From an optimization exercise on the open Yosys and OpenROAD flow, aimed at small area, a short achievable clock period and few clock cycles per item; shortcuts taken in it are not production practice. Function was checked by simulation only, so behaviour that the tests miss may differ from the original.

== job 8783 ==
// nlc_top
module nlc_top
(
	input logic clk,
	input logic rst,
	input logic req,
	output logic ack,
	input logic [nlc_pkg::NUM_CH*nlc_pkg::ADC_W-1:0] x_adc,
	input logic [nlc_pkg::NUM_CH*256-1:0] ch_params,
	output logic [nlc_pkg::NUM_CH*nlc_pkg::ADC_W-1:0] x_lin
);
	logic [nlc_pkg::NUM_UNITS-1:0][31:0] a_next;
	logic [nlc_pkg::NUM_UNITS-1:0][31:0] op_b;
	logic [nlc_pkg::NUM_UNITS-1:0][31:0] op_c;
	logic [nlc_pkg::NUM_UNITS-1:0][31:0] out;
	logic [3:0] store_en;
	nlc_control u_control (
		.clk (clk),
		.rst (rst),
		.req (req),
		.ack (ack),
		.x_adc (x_adc),
		.ch_params (ch_params),
		.out (out),
		.a_next (a_next),
		.op_b (op_b),
		.op_c (op_c),
		.store_en (store_en)
	);
	genvar u;
	generate
		for (u = 0; u < nlc_pkg::NUM_UNITS; u++) begin : g_mac
			fx_mac u_mac (
				.clk (clk),
				.a_next (a_next[u]),
				.b (op_b[u]),
				.c (op_c[u]),
				.out (out[u])
			);
		end
	endgenerate
	result_store u_store (
		.clk (clk),
		.rst (rst),
		.wr_en (store_en),
		.result (out),
		.x_lin (x_lin)
	);
endmodule
For scale: ~9500 cells after synthesis, ~900 flip-flops, roughly 1200 I/O pins, ~0.078 sq mm of cells after synthesis.
export LEC_CHECK = 0
export ABC_AREA = 1
export CAP_MARGIN = 30
export CORE_MARGIN = 2
export CORE_UTILIZATION = 45
export SLEW_MARGIN = 30
create_clock -name core_clock -period 10.0 [get_ports {clk}]
standard.sh (not shown) runs the stock make flow with config.mk's settings and CLKGATE_MAP_FILE= SYNTH_SCRIPT=/design/flow/synth_recipe.tcl, a recipe that flattens the netlist after the stock synthesis.
==> flow/flow/run.sh <==
#!/bin/bash
# The standard ORFS layout (standard.sh, synthesis included, unchanged), with
# two changes to how it is made:
#  - the port buffers are the plain sky130_fd_sc_hd__buf_1 cell instead of the
#    cell buffer_ports picks by default (every port still gets its own buffer);
#  - repair_timing aims for 6.1 ns of setup slack at the design's 10 ns clock,
#    so it keeps sizing and buffering the paths longer than 3.9 ns.
# make's full output is kept in standard.log here; ORFS also writes each
# step's log under orfs/logs.
set -uo pipefail
export BUFFER_PORTS_ARGS="-buffer_cell sky130_fd_sc_hd__buf_1"
export SETUP_SLACK_MARGIN=6.1
bash standard.sh > standard.log 2>&1
Testbench counts of job 8783, summed over its fixed seeds: cycles 5,120, frames 320.
For job 7403, these inputs were changed with respect to job 8783:
==> flow/flow/run.sh <==
#!/bin/bash
# The standard ORFS layout (standard.sh, synthesis included, unchanged), with
# two changes to how it is made:
#  - the port buffers are the plain sky130_fd_sc_hd__buf_1 cell instead of the
#    cell buffer_ports picks by default (every port still gets its own buffer);
#  - repair_timing aims for 6.5 ns of setup slack at the design's 10 ns clock,
#    so it keeps sizing and buffering the paths longer than 3.5 ns.
# make's full output is kept in standard.log here; ORFS also writes each
# step's log under orfs/logs.
set -uo pipefail
export BUFFER_PORTS_ARGS="-buffer_cell sky130_fd_sc_hd__buf_1"
export SETUP_SLACK_MARGIN=6.5
bash standard.sh > standard.log 2>&1
-- flow/config.mk --
<<< job 8783, line 9
export CAP_MARGIN = 30
export CORE_MARGIN = 2
export CORE_UTILIZATION = 45
export SLEW_MARGIN = 30
>>> job 7403, line 9
export CAP_MARGIN = 30
export CORE_MARGIN = 2
export CORE_UTILIZATION = 40
export SLEW_MARGIN = 30
Findings:
[job 7403 vs job 8783] number of placed instances with taps included: higher in job 7403. [compare] base=job 8783 new=job 7403: fraction of synthesized area in multiplexers held steady, buffer share of cell area increased by 2.2 points relative to the old numbers. Job 7403 vs job 8783 — CTS buffer count dropped slightly. Comparing job 7403 and job 8783, the higher final area was measured on job 7403.
The following lists how job 9904 was set up differently from job 7403:
==> flow/flow/run.sh <==
#!/bin/bash
# The standard ORFS layout (standard.sh, synthesis included, unchanged), with
# two changes to how it is made:
#  - the port buffers are the plain sky130_fd_sc_hd__buf_1 cell instead of the
#    cell buffer_ports picks by default (every port still gets its own buffer);
#  - repair_timing aims for 6.1 ns of setup slack at the design's 10 ns clock,
#    so it keeps sizing and buffering the paths longer than 3.9 ns.
# make's full output is kept in standard.log here; ORFS also writes each
# step's log under orfs/logs.
set -uo pipefail
export BUFFER_PORTS_ARGS="-buffer_cell sky130_fd_sc_hd__buf_1"
export SETUP_SLACK_MARGIN=6.1
bash standard.sh > standard.log 2>&1
## What came out
The count of placed standard cells including taps was comparable across job 9904 and job 7403.
Detailed-routed wire length on met2: job 9904 lower than job 7403
Job 9904 completed every stage of the flow, and the final layout passed the timing, DRC and antenna checks.

afterwards: timing with drivers on the ports:
How much do the figures lean on ideal ports? The routed layouts below were timed once more, with nothing changed but the port constraints. Step 1 assumes that a clkbuf_16 drives the clock port and a buf_2 every other input. Step 2 times the ports against the registers' clock, not the clock port: input delays grow and output delays shrink by t, the midpoint of the rising clock arrivals with the driver on. a / b / c = no drivers / after step 1 / after step 2; a / b = the first two.
run	t, ns	setup WS [ns]	worst slew at a driven data input, ns	pins driven straight from the clock port
job 8783	0.870	6.030 / 6.030 / 5.940	0.45	1
job 7403	0.926	6.197 / 6.197 / 5.764	0.44	1
job 9904	0.891	6.004 / 6.004 / 5.500	0.45	1
After both steps setup and hold are still met in every run listed. The setup slack of job 9904, which loses most, moves by 0.000 ns with the drivers and by -0.504 ns with both steps.
